Context: an optimization exercise on an open-source flow, tuned for small area. The choices shown serve that exercise and are no tape-out recipe.
Function was not checked in any run shown here: the RTL went through the layout flow alone.
No activity file was given, so power comes from the tool's default toggle rates.

<file path="flow/config.mk">
export PLATFORM = sky130hd
export DESIGN_NAME = wb_regfile
export DESIGN_NICKNAME = wb_regfile
export VERILOG_FILES = /design/flow/design.v
export SDC_FILE = /design/flow/constraint.sdc
export NUM_CORES = 4
export LEC_CHECK = 0
export CAP_MARGIN = 20
export CORE_MARGIN = 2
export CORE_UTILIZATION = 40
export SLEW_MARGIN = 20
export SYNTH_HIERARCHICAL = 1
</file>
<file path="flow/constraint.sdc">
create_clock -name core_clock -period 6.0 [get_ports {clk}]
set_input_delay 1.2000 -clock core_clock [delete_from_list [all_inputs] [get_ports {clk}]]
set_output_delay 1.2000 -clock core_clock [all_outputs]
set_load 0.01 [all_outputs]
</file>
<file path="flow/design.v">
package wb_regfile_pkg;
  localparam int unsigned EXWB_W = 72;
  localparam int unsigned RES_LO = 0;
  localparam int unsigned RES_HI = 31;
  localparam int unsigned WE_BIT = 32;
  localparam int unsigned RD_LO  = 33;
  localparam int unsigned RD_HI  = 37;
  localparam int unsigned RAW    = RD_HI - RD_LO + 1;
  localparam int unsigned RESW   = RES_HI - RES_LO + 1;
endpackage
import wb_regfile_pkg::*;
module wb_scoreboard (
  input  logic       rst,
  input  logic       inc,
  input  logic       dec,
  input  logic [1:0] cnt_q,
  output logic [1:0] cnt_d,
  output logic       busy,
  output logic       multi
);
  logic up, dn;
  assign up = inc && !dec;
  assign dn = dec && !inc;
  assign cnt_d[1] = !rst && ((cnt_q[1] && (cnt_q[0] || !dn)) || (cnt_q[0] && up));
  assign cnt_d[0] = !rst && (cnt_q[1] ? (cnt_q[0] ? !dn : (up || dn))
                                      : (cnt_q[0] ? !(up || dn) : up));
  assign busy  = cnt_q[1] || cnt_q[0];
  assign multi = cnt_q[1];
endmodule
import wb_regfile_pkg::*;
module wb_regfile
#(
  parameter int unsigned NREG = 32,
  parameter int unsigned DW   = 32,
  parameter int unsigned CW   = 2
) (
  input  logic              clk,
  input  logic              rst,
  input  logic [EXWB_W-1:0] wb_in,
  input  logic [RAW-1:0]    rs_addr,
  input  logic [RAW-1:0]    rt_addr,
  output logic [DW-1:0]     rs_data,
  output logic [DW-1:0]     rt_data,
  input  logic              issue_valid,
  input  logic [RAW-1:0]    issue_rd,
  output logic              stall,
  output logic [31:0]       retired
);
  logic [DW-1:0]   wb_res;
  logic [RAW-1:0]  wb_rd;
  logic            wb_we;
  logic [NREG-1:0] wsel;
  logic [DW-1:0]   wdat;
  logic [DW-1:0]   rf_q [1:NREG-1];
  assign wb_res = wb_in[RES_HI:RES_LO];
  assign wb_rd  = wb_in[RD_HI:RD_LO];
  assign wb_we  = wb_in[WE_BIT] && (wb_rd != '0);
  always_comb begin
    for (int unsigned i = 0; i < NREG; i++) begin
      wsel[i] = wb_we && (wb_rd == RAW'(i));
    end
  end
  assign wdat = rst ? '0 : wb_res;
  for (genvar i = 1; i < NREG; i++) begin : g_reg
    always_ff @(posedge clk) begin
      if (wsel[i] || rst) begin
        rf_q[i] <= wdat;
      end
    end
  end
  logic [31:0] retired_q;
  logic [32:0] rcarry;
  assign rcarry[0] = wb_we;
  for (genvar b = 0; b < 32; b++) begin : g_ret
    assign rcarry[b+1] = rcarry[b] && retired_q[b];
    always_ff @(posedge clk) begin
      retired_q[b] <= !rst && (retired_q[b] ^ rcarry[b]);
    end
  end
  assign retired = retired_q;
  logic [CW-1:0]   cnt_q [1:NREG-1];
  logic [CW-1:0]   cnt_d [1:NREG-1];
  logic [NREG-1:0] inc;
  logic [NREG-1:0] busy;    
  logic [NREG-1:0] multi;   
  always_comb begin
    for (int unsigned i = 0; i < NREG; i++) begin
      inc[i] = issue_valid && (issue_rd == RAW'(i));
    end
  end
  for (genvar i = 1; i < NREG; i++) begin : g_cnt
    wb_scoreboard u_cell (
      .rst  (rst),
      .inc  (inc[i]),
      .dec  (wsel[i]),
      .cnt_q(cnt_q[i]),
      .cnt_d(cnt_d[i]),
      .busy (busy[i]),
      .multi(multi[i])
    );
    always_ff @(posedge clk) begin
      cnt_q[i] <= cnt_d[i];
    end
  end
  assign busy[0]  = 1'b0;
  assign multi[0] = 1'b0;
  logic byp_rs, byp_rt;
  logic [NREG-1:0] rsel_s, rsel_t;
  assign byp_rs = wb_we && (wb_rd == rs_addr);
  assign byp_rt = wb_we && (wb_rd == rt_addr);
  always_comb begin
    for (int unsigned i = 0; i < NREG; i++) begin
      rsel_s[i] = (rs_addr == RAW'(i)) && (i != 0) && !byp_rs;
      rsel_t[i] = (rt_addr == RAW'(i)) && (i != 0) && !byp_rt;
    end
  end
  for (genvar b = 0; b < DW; b++) begin : g_rd
    logic [NREG-1:0] col;
    assign col[0] = wb_res[b];
    for (genvar i = 1; i < NREG; i++) begin : g_col
      assign col[i] = rf_q[i][b];
    end
    wb_mux32 u_rs (.d(col), .s({rsel_s[NREG-1:1], byp_rs}), .y(rs_data[b]));
    wb_mux32 u_rt (.d(col), .s({rsel_t[NREG-1:1], byp_rt}), .y(rt_data[b]));
  end
  logic multi_wb, stall_rs, stall_rt;
  wb_mux32 u_multi_wb (.d(multi), .s(wsel), .y(multi_wb));
  wb_mux32 u_stall_rs (.d({busy[NREG-1:1], multi_wb}), .s({rsel_s[NREG-1:1], byp_rs}),
                       .y(stall_rs));
  wb_mux32 u_stall_rt (.d({busy[NREG-1:1], multi_wb}), .s({rsel_t[NREG-1:1], byp_rt}),
                       .y(stall_rt));
  assign stall = stall_rs || stall_rt;
endmodule
module wb_mux32 (
  input  logic [31:0] d,
  input  logic [31:0] s,
  output logic        y
);
  logic [11:0] n;
  logic [2:0]  p;
  for (genvar k = 0; k < 10; k++) begin : g_ao
    wb_aoi222 u_ao (
      .a0(d[3*k]),   .b0(s[3*k]),
      .a1(d[3*k+1]), .b1(s[3*k+1]),
      .a2(d[3*k+2]), .b2(s[3*k+2]),
      .y (n[k])
    );
  end
  wb_nand2 u_na10 (.a(d[30]), .b(s[30]), .y(n[10]));
  wb_nand2 u_na11 (.a(d[31]), .b(s[31]), .y(n[11]));
  wb_nand4 u_nd0 (.a(n[0]), .b(n[1]), .c(n[2]), .d(n[3]), .y(p[0]));
  wb_nand4 u_nd1 (.a(n[4]), .b(n[5]), .c(n[6]), .d(n[7]), .y(p[1]));
  wb_nand4 u_nd2 (.a(n[8]), .b(n[9]), .c(n[10]), .d(n[11]), .y(p[2]));
  wb_or3   u_or  (.a(p[0]), .b(p[1]), .c(p[2]), .y(y));
endmodule
module wb_aoi222 (
  input  logic a0, b0, a1, b1, a2, b2,
  output logic y
);
  assign y = !((a0 && b0) || (a1 && b1) || (a2 && b2));
endmodule
module wb_nand2 (
  input  logic a, b,
  output logic y
);
  assign y = !(a && b);
endmodule
module wb_nand4 (
  input  logic a, b, c, d,
  output logic y
);
  assign y = !(a && b && c && d);
endmodule
module wb_or3 (
  input  logic a, b, c,
  output logic y
);
  assign y = a || b || c;
endmodule
</file>
<file path="flow/run.sh">
#!/bin/bash
# synth_recipe.tcl (not shown) runs the flow's synth.tcl, then flattens the netlist and writes it again
# the make line also repeats each setting of config.mk as NAME=value (left out here)
make -C /OpenROAD-flow-scripts/flow DESIGN_CONFIG=/design/flow/config.mk WORK_HOME=/design/flow/orfs CLKGATE_MAP_FILE= SYNTH_SCRIPT=/design/flow/synth_recipe.tcl finish
</file>
==> run notes, run 1 <==
Pwr
Of the total power, the share spent switching nets is 0.247. The part of the power in the clock network is 0.397. The leakage power is around 19 nW.

The share of total power dissipated in combinational logic is 0.088. The areal power density over the cells is between 300 and 400 mW/mm^2. Of the total power, registers draw 0.516. The total internal power is 13.5 mW. Power comes to 17.9 mW. Summed over all nets, the switching power comes to approximately 4.4 mW. The maximum resistive drop on vdd is 0.000263 V.

Clock network
The number of clock buffers inserted by TritonCTS is 112. Counting along the longest clock path gives a buffer depth of 3. Clock-pin slew was measured on the worst setup and hold paths at approximately 0.060 ns.

The number of sinks handled by clock tree synthesis is 1086. The H-tree was split into 3 levels. In this run the clock root is driven by a sky130_fd_sc_hd__clkbuf_16. The number of hold buffers added after cts is 0.

The clock insertion delay at the later pin of the skew report is 0.74 ns. TritonCTS built the clock tree.

Global route
The number of antenna violations at the first check in global routing is 3. The first global-routing pass estimated 249 mm of wire. The via count of the first global-routing pass came to 35200.

For this run, the total global-route usage over all layers was measured as 0.296. Entering global routing, the biggest net connects 96 pins. The final global-route overflow total is 0.

Timing
Across the routed clock network, the largest skew measured is 0.0481 ns. The tightest slew margin relative to the limit is 0.207. Once routing completed, OpenROAD measured the worst setup slack at -0.0564 ns. Setup violations remaining at the end of the flow were counted as 6. The tightest hold path in the finished design has a slack of 0.494 ns. The share of the cycle needed by the critical path after routing is 1.01.

Based on the critical path, the design can be clocked at up to about 170 MHz. Counting I/O delays and the setup requirement, the final critical path takes 6.06 ns. Setup repair after global routing could not meet its margin everywhere. For the pin with the worst max-slew slack, the measured transition is 1.19 ns. The final max-slew violation count came to 0. The final count of hold timing violations is 0.

Placement
The number of cells in the design after placement is 4934. The estimated wirelength of the detail-placed design is 116 mm. At the end of routability-driven placement, the weighted congestion stood at just over 0.9. Input and output buffers added on the ports amount to 152.

Run status
The flow ran to the end, but the layout failed its checks. The violated checks flagged are setup timing.

Setup path
The cell with the most instances on the worst path is sky130_fd_sc_hd__ha_4. In this run the critical register-to-register path is captured at retired_q[30]$_DFF_P_. The critical path required time is 6.56 ns. The worst setup path is launched from an input pin. The critical path class is in -> reg. The startpoint of the worst setup timing path is wb_in[33]. For the worst setup path, the data arrival time is 6.61 ns. In this run the worst path has a maximum fanout of 2.

The number of cells on the worst reg-to-reg path is 32. The worst stage delay on the critical path is 0.23 ns. The register-to-register path setup slack is about 0.59 ns.

The startpoint identified for the worst register-to-register timing path is retired_q[0]$_DFF_P_. The critical path endpoint category is a flip-flop. On the critical path, the stage with the largest delay is an instance of sky130_fd_sc_hd__nor3_4.

Routing
The first detailed-routing pass took 13 iterations. The violation count after the first detailed-route iteration is 8380. The detailed-route DRC error count is 0. In the final routed layout, each cell accounts on average for 34.5 um. The count of nets left with antenna violations once routing finished came out at 0. The overall via count from detail_route is 35900.

Wires add up to ~180 mm. The ratio of routed vias to standard cells is 6.96.

Cells and area
The repair_antennas step left the layout with diodes totalling 0. After the flow finishes, the layout carries non-filler instances totaling 5161. The number of nets in the layout is between 3000 and 4000.

The fraction of layout instances using a drive strength above 1 is 0.186. Leaving out fill and tap cells, the most frequent cells in the layout are 992 x sky130_fd_sc_hd__edfxtp_1, 670 x sky130_fd_sc_hd__a222oi_1, 244 x sky130_fd_sc_hd__buf_4, 205 x sky130_fd_sc_hd__nand4_1, 177 x sky130_fd_sc_hd__nand2_1. The relative area change from synthesis to final layout is 26.2%. The commonest non-fill, non-tap cell in the layout is sky130_fd_sc_hd__edfxtp_1.

Hold path
The worst hold path terminates at cnt_q[29][1]$_DFF_P_. The tightest min-delay check is of the reg -> reg type. The number of cells on the worst hold path is 2. The hold path startpoint is cnt_q[29][0]$_DFF_P_.

Floorplan
The die area is 0.118 mm^2. The initial utilization of the core area, before any placement, comes to 0.402. The die extent in x is 343 um. 187 I/O pins were placed. The die is between 300 and 400 um tall. The number of core rows is 124. The core area is 0.114 mm^2.

Yosys
Of the synthesized area, sequential elements account for 0.689. The number of unique standard cell types used by synthesis is 38. During synthesis, Yosys emitted a total of 12 warnings. The number of storage elements in the synthesis netlist is 1086. The gate count after technology mapping is about 3000. In this run, synthesis inferred 992 flip-flops with an integrated enable. In the synthesized netlist the dominant register cell turns out to be sky130_fd_sc_hd__edfxtp_1. The mean cell area of the mapped netlist is 15.3 um^2. In the synthesized netlist the async set-or-reset flop fraction comes to 0. Summing every instance area after synthesis gives around 0.046 mm^2.

Job
The count of max-cap constraint violations is 0.
-- cells in the mapped netlist (all sizes together), types with 2 or more instances --
cell,n,area share
inv,94,0.0077
or2,66,0.0090
nand4b,3,0.00057
or3,69,0.0094
and2,2,0.00027
nand4bb,3,0.00074
ha,93,0.025
or3b,2,0.00038
a21oi,69,0.0075
nand4,205,0.028
a211oi,119,0.020
nand3b,4,0.00065
edfxtp,992,0.65
nor2,90,0.0074
o21ai,31,0.0034
nor3,9,0.0013
and4b,2,0.00044
nand2,177,0.014
buf,55,0.0079
nor2b,99,0.013
nand3,10,0.0011
nand2b,12,0.0016
a222oi,670,0.15
dfxtp,94,0.041
clkbuf,19,0.0016
xor2,10,0.0019
-- state kept, by name, indices dropped and copies added, names as in the netlist --
name and flops:
cnt_q 62, rf_q 992, retired_q 32
-- worst max path at each step --
stage,slack [ns],to
2_1_floorplan,-0.65,retired_q[30]$_DFF_P_
5_1_grt,-0.18,retired_q[31]$_DFF_P_
3_5_place_dp,-1.42,retired_q[30]$_DFF_P_
6_report,-0.06,retired_q[30]$_DFF_P_
4_1_cts,-0.06,retired_q[30]$_DFF_P_
3_3_place_gp,-1.49,retired_q[31]$_DFF_P_
-- metal layers --
| metal | global-route usage | part of all wire | vias to the layer above |
|---|---|---|---|
| met3 | 0.0791 | 0.14 | 588 |
| met1 | 0.381 | 0.36 | 17700 |
| li1 | - | - | 14700 |
| met5 | 0 | 0.00015 | - |
| met4 | 0.153 | 0.058 | 4 |
| met2 | 0.459 | 0.45 | 2971 |
-- modules after synthesis (local to each module, per instance), excerpt --
module         flops+latches  copies in the design
wb_nand4                   0                   201
wb_aoi222                  0                   670
wb_regfile              1086                     1
wb_scoreboard              0                    31
wb_nand2                   0                   134
wb_or3                     0                    67
-- per-stage QoR --
step	cell area (um^2)	util	setup TNS, ns	worst slack [ns]
2_1_floorplan	46400	-	-2.40	-0.651
5_1_grt	58000	0.508	-0.392	-0.182
3_3_place_gp	54000	0.473	-10.08	-1.49
4_1_cts	57800	0.506	-0.116	-0.0584
6_report	58000	0.508	-0.177	-0.0564
3_5_place_dp	54000	0.473	-9.83	-1.42
-- power groups by stage --
stage	Clock (mW)	Combinational, mW	Sequential, mW
finish	7.11	1.57	9.23
global route	7.42	1.62	9.29
floorplan	0	0.594	9.29
CTS	7.15	1.53	9.22
detailed placement	0	1.52	9.38
global placement	0	1.51	9.34
-- logic make-up after synthesis --
| group | synth area share |
|---|---|
| xor+xnor | 0.00210 |
| other cells | 0.0000816 |
| fa+ha+maj | 0.0253 |
| simple gates | 0.0893 |
| flops | 0.689 |
| compound gates | 0.177 |
| buf+inv | 0.0171 |
-- repair_timing --
item	CTS	global route
cloned	0	0
gates resized for setup	30	9
endpoints found under the setup margin	37	21
pin swaps	8	12
buffers inserted	3	12
-- layout make-up --
| class | instances | area [um^2] |
|---|---|---|
| inverter | 94 | 353 |
| tap | 1512 | 1890 |
| fill | 9516 | 56200 |
| multi-input combinational | 1751 | 14800 |
| timing repair buffer | 505 | 5540 |
| clock buffer | 125 | 2850 |
| sequential | 1086 | 31700 |
| clock inverter | 88 | 896 |
-- worst max-delay path, delay by kind of cell --
| family | cells | cell delay (ns) |
|---|---|---|
| adder cells (fa/ha/maj) | 31 | 4.74 |
| AO/OA/AOI/OAI | 1 | 0.13 |
| AND/OR/NAND/NOR | 2 | 0.35 |
| buffers and inverters | 1 | 0.10 |
==> inputs of run 2 (changes only) <==
--- a/flow/config.mk
+++ b/flow/config.mk
@@ -7,6 +7,7 @@
 export LEC_CHECK = 0
 export CAP_MARGIN = 20
 export CORE_MARGIN = 2
-export CORE_UTILIZATION = 40
+export CORE_UTILIZATION = 65
+export PLACE_DENSITY = 0.75
 export SLEW_MARGIN = 20
 export SYNTH_HIERARCHICAL = 1
==> run 2 against run 1 <==
Against the previous run: sequential power up 0.4%; die area is 38% lower; worst hold slack improved by 0.026 ns; still fails the layout checks on setup timing; register-to-register slack worse by 0.05 ns; clock power down 2%; sequential share of layout area increased by 0.85 points; largest cell class unchanged; wire length is 6.2% lower.
==> run notes, run 2 <==
Run status
The run finished, with violations left. The reasons given for failing layout checks are setup timing.

Cells and area
The largest registers in the layout are rf_q (992), cnt_q (62), retired_q (32). The register with the most flip-flops in the layout has just under 1000 of them. The number of nets in the layout is 3701.

Fill cells in the final layout number 3671. The register with the most flip-flops in the final layout is rf_q. The area growth from synthesis to layout is 24.2%. The commonest non-fill, non-tap cell in the layout is sky130_fd_sc_hd__edfxtp_1.

Of the cells placed in the final design, the portion with a size suffix greater than 1 is 0.183. In the layout the commonest cells are 992 x sky130_fd_sc_hd__edfxtp_1, 670 x sky130_fd_sc_hd__a222oi_1, 218 x sky130_fd_sc_hd__buf_4, 205 x sky130_fd_sc_hd__nand4_1, 177 x sky130_fd_sc_hd__nand2_1. The finished layout holds 4551 standard cells, fillers aside.

Floorplan
The vertical die dimension is 270 um. The region available for standard cell placement spans roughly 0.07 mm^2. The floorplan has 97 rows. The floorplan step set the die width to approximately 270 um.

For this design the top-level I/O count stands at ~190. The die area is roughly 0.073 mm^2. The initial utilization of the core area, before any placement, comes to 0.656.

Pwr
The leakage power is 19.1 nW. Of the total power, the share spent switching nets is 0.242. The part of the power in the clock network is 0.391. IR analysis of the VDD net gives a maximum drop of 0.000290 V.

The share of total power in sequential cells is 0.518. The net switching power of the design is 4.33 mW. Internal power comes to 13.6 mW.

The areal power density over the cells is around 310 mW/mm^2. The share of total power dissipated in combinational logic is 0.091. Power comes to 17.9 mW.

Yosys
Ranked by instance count, the synthesized netlist is headed by 992 x sky130_fd_sc_hd__edfxtp_1, 670 x sky130_fd_sc_hd__a222oi_1, 205 x sky130_fd_sc_hd__nand4_1. The most used flip-flop cell after synthesis is sky130_fd_sc_hd__edfxtp_1. After synthesis, the mean cell area works out to ~15 um^2. In this run, synthesis produced a sequential element count of 1086. Synthesis handed over a netlist of between 3000 and 4000 instances. The proportion of register bits with asynchronous set or reset after synthesis is 0. The share of synthesized area in the top cell type comes to 0.648. By instance count, the leading cell after synthesis is sky130_fd_sc_hd__edfxtp_1. In this run the cell area of the synthesized design comes to 0.0460 mm^2.

By area the synthesized netlist is led by sky130_fd_sc_hd__edfxtp_1 65%, sky130_fd_sc_hd__a222oi_1 15%, sky130_fd_sc_hd__dfxtp_1 4.1%. The Yosys step of the flow raised 12 warnings. The biggest area contributor in the post-synthesis netlist is sky130_fd_sc_hd__edfxtp_1. After synthesis, the netlist uses 38 different library cells.

The synthesized design contains between 900 and 1000 enable-type register cells. The share of synthesized area occupied by flip-flops and latches is 0.689.

Routing
The antenna violation net count after detailed routing is 0. The detailed router placed 37200 vias in this run. After detailed routing, the number of vias per cell comes to 8.16. The number of iterations in the first detailed-routing pass is 15. Dividing the detail-routed wire length by the instance count gives ~37 um. For this block, the initial DRC count from the detailed router was about 11000. Wires add up to 167 mm. The detailed-route DRC error count is 0.

Clock network
The cell at the root of the clock tree is sky130_fd_sc_hd__clkbuf_16. The clock transition time at the flip-flop clock pins of the worst setup and hold paths is approximately 0.060 ns. The number of hold buffers added after CTS was 0.

The clock insertion delay at the later pin of the skew report is a little under 0.7 ns. TritonCTS created 107 clock buffers. Clock tree synthesis found a total of 1086 sinks. TritonCTS built the clock tree. In this run the deepest clock path goes through 3 buffers.

The H-tree was split into 3 levels.

Timing
For the finished layout, the period the worst path requires is between 6 and 7 ns. The final max-slew violation count came to 0. The smallest setup slack after layout is -0.0938 ns. Setup violations remaining at the end of the flow were counted as 13.

Setup repair after global routing could not meet its margin everywhere. The transition time at the pin with the least slew margin is 1.21 ns. For the final database, setup skew stands at ~0.015 ns.

The final count of hold timing violations came to 0. The share of the cycle needed by the critical path after routing is 1.02. The tightest slew margin relative to the limit is 0.191. Based on the critical path, the design can be clocked at up to 164 MHz.

Setup path
The type of element launching the critical path is an input pin. The worst setup path is captured at a flip-flop. The most numerous cell type found on the critical path is sky130_fd_sc_hd__ha_4. The data arrival time of the worst path is roughly 6.6 ns. The cell at the slowest stage of the critical path is sky130_fd_sc_hd__nor3_4. Data on the critical path is required at its endpoint by 6.54 ns. Along the worst path, the maximum fanout reaches 2. By startpoint and endpoint, the worst setup path is classified as in -> reg.

On the worst path, the slowest cell contributes a delay of 0.22 ns.

Job
The count of max-cap constraint violations is 0.

Global route
The first global-routing pass estimated 238 mm of wire. The largest net degree at the start of global routing is 82. The overall fraction of global-route tracks in use is 0.447. The final global-route overflow total is 0. The via count of the first global-routing pass is 36700.

The number of antenna violations at the first check in global routing was 4.

Placement
The number of buffer cells added on primary ports is between 150 and 200. Once detailed placement completed, the half-perimeter wirelength came to 105 mm. Counting tap cells, the placed design contains a total of approximately 4300 instances.

The congestion estimate from routability-driven global placement came to 0.995.

Hold path
The tightest min-delay check is of the reg -> reg type.
## run 2: cell counts after synthesis
Identical to the previous run, type by type.
## run 2: per-layer routing
metal	wire length (um)	track usage	vias to the layer above
met4	15200	0.338	4
met5	27	0	-
met2	71900	0.657	4144
met1	51700	0.574	17600
li1	-	-	14600
met3	28000	0.117	813
## run 2: path summary, 6_finish.rpt
check	endpoint	cells past startpoint	start	slack, ns
max	retired_q[31]$_DFF_P_	36	wb_in[33]	-0.09
min	cnt_q[15][0]$_DFF_P_	1	cnt_q[15][1]$_DFF_P_	0.52
max reg2reg	retired_q[31]$_DFF_P_	33	retired_q[0]$_DFF_P_	0.54
min reg2reg	cnt_q[15][0]$_DFF_P_	1	cnt_q[15][1]$_DFF_P_	0.52
## run 2: final cells by class
cell class	instances	area, um^2	area share
diodes	2	5.00	0.0000877
well taps	940	1180	0.0206
clock buffers	126	2790	0.0489
multi-input cells	1753	14900	0.262
inverters	94	353	0.00618
flip-flops and latches	1086	31700	0.555
clock inverters	74	875	0.0153
repair buffers	476	5270	0.0924
## run 2: power groups by stage
stage          logic [mW]  registers, mW  clock network [mW]
2_1_floorplan       0.594           9.29                   0
3_3_place_gp         1.48           9.33                   0
3_5_place_dp         1.51           9.40                   0
4_1_cts              1.52           9.25                6.98
5_1_grt              1.64           9.31                7.27
6_report             1.63           9.27                7.00
## run 2: repair_timing
| item | in CTS | in global routing |
|---|---|---|
| buffers inserted | 1 | 9 |
| setup endpoints to repair | 64 | 29 |
| resized for setup | 30 | 12 |
| pin swaps | 7 | 29 |
| cloned | 0 | 2 |
## run 2: through the flow
step	cell area, um^2	TNS (ns)	setup slack [ns]	utilization	hold slack, ns
after floorplan	46400	-2.40	-0.651	-	0.465
after global placement	53000	-9.18	-1.27	0.757	0.492
after detailed placement	53000	-11.76	-1.30	0.757	0.516
after CTS	56700	-0.215	-0.110	0.810	0.523
after global routing	57100	-0.846	-0.215	0.815	0.556
final	57100	-0.529	-0.0938	0.815	0.521
## run 2: Yosys stat by module, one instance, submodules excluded, excerpt
module	area [um^2]	times used	flops+latches
wb_regfile	34200	1	1086
wb_or3	6.26	67	0
wb_nand4	6.26	201	0
wb_aoi222	10.0	670	0
wb_scoreboard	93.8	31	0
wb_nand2	3.75	134	0
## run 2: kinds of logic (layout without fill, tap and decap cells)
kind of cell,Yosys count,count (layout),synth area share
other,1,4,0.0000816
adder cells (fa/ha/maj),93,93,0.0253
flip-flops,1086,1086,0.689
AO/OA/AOI/OAI,890,892,0.177
AND/OR/NAND/NOR,755,755,0.0893
XOR/XNOR,11,11,0.00210
buffers and inverters,168,770,0.0171
## run 2: critical path, delay by kind of cell
family | cells | cell delay (ns)
simple gates | 2 | 0.28
buf+inv | 1 | 0.10
compound gates | 1 | 0.12
fa+ha+maj | 31 | 4.79
xor+xnor | 1 | 0.12

separate check: timing with driven ports:
How much do the figures lean on ideal ports? The routed layouts below were timed once more, with nothing changed but the port constraints. Step 1 assumes that a clkbuf_16 drives the clock port and a buf_2 every other input. Step 2 also shifts input and output timing later by t, the mid clock arrival at the registers, as if the neighbouring blocks saw the same clock. Three values: ideal, step 1, step 2; two values: the first two.
run | t, ns | setup slack, ns | hold slack, ns
run 1 | 0.791 | -0.056 / -0.136 / -0.813 | 0.494 / 0.494 / 0.494
run 2 | 0.756 | -0.094 / -0.113 / -0.812 | 0.521 / 0.521 / 0.521
The setup slack of run 1, which loses most, moves by -0.080 ns with the drivers and by -0.757 ns with both steps.
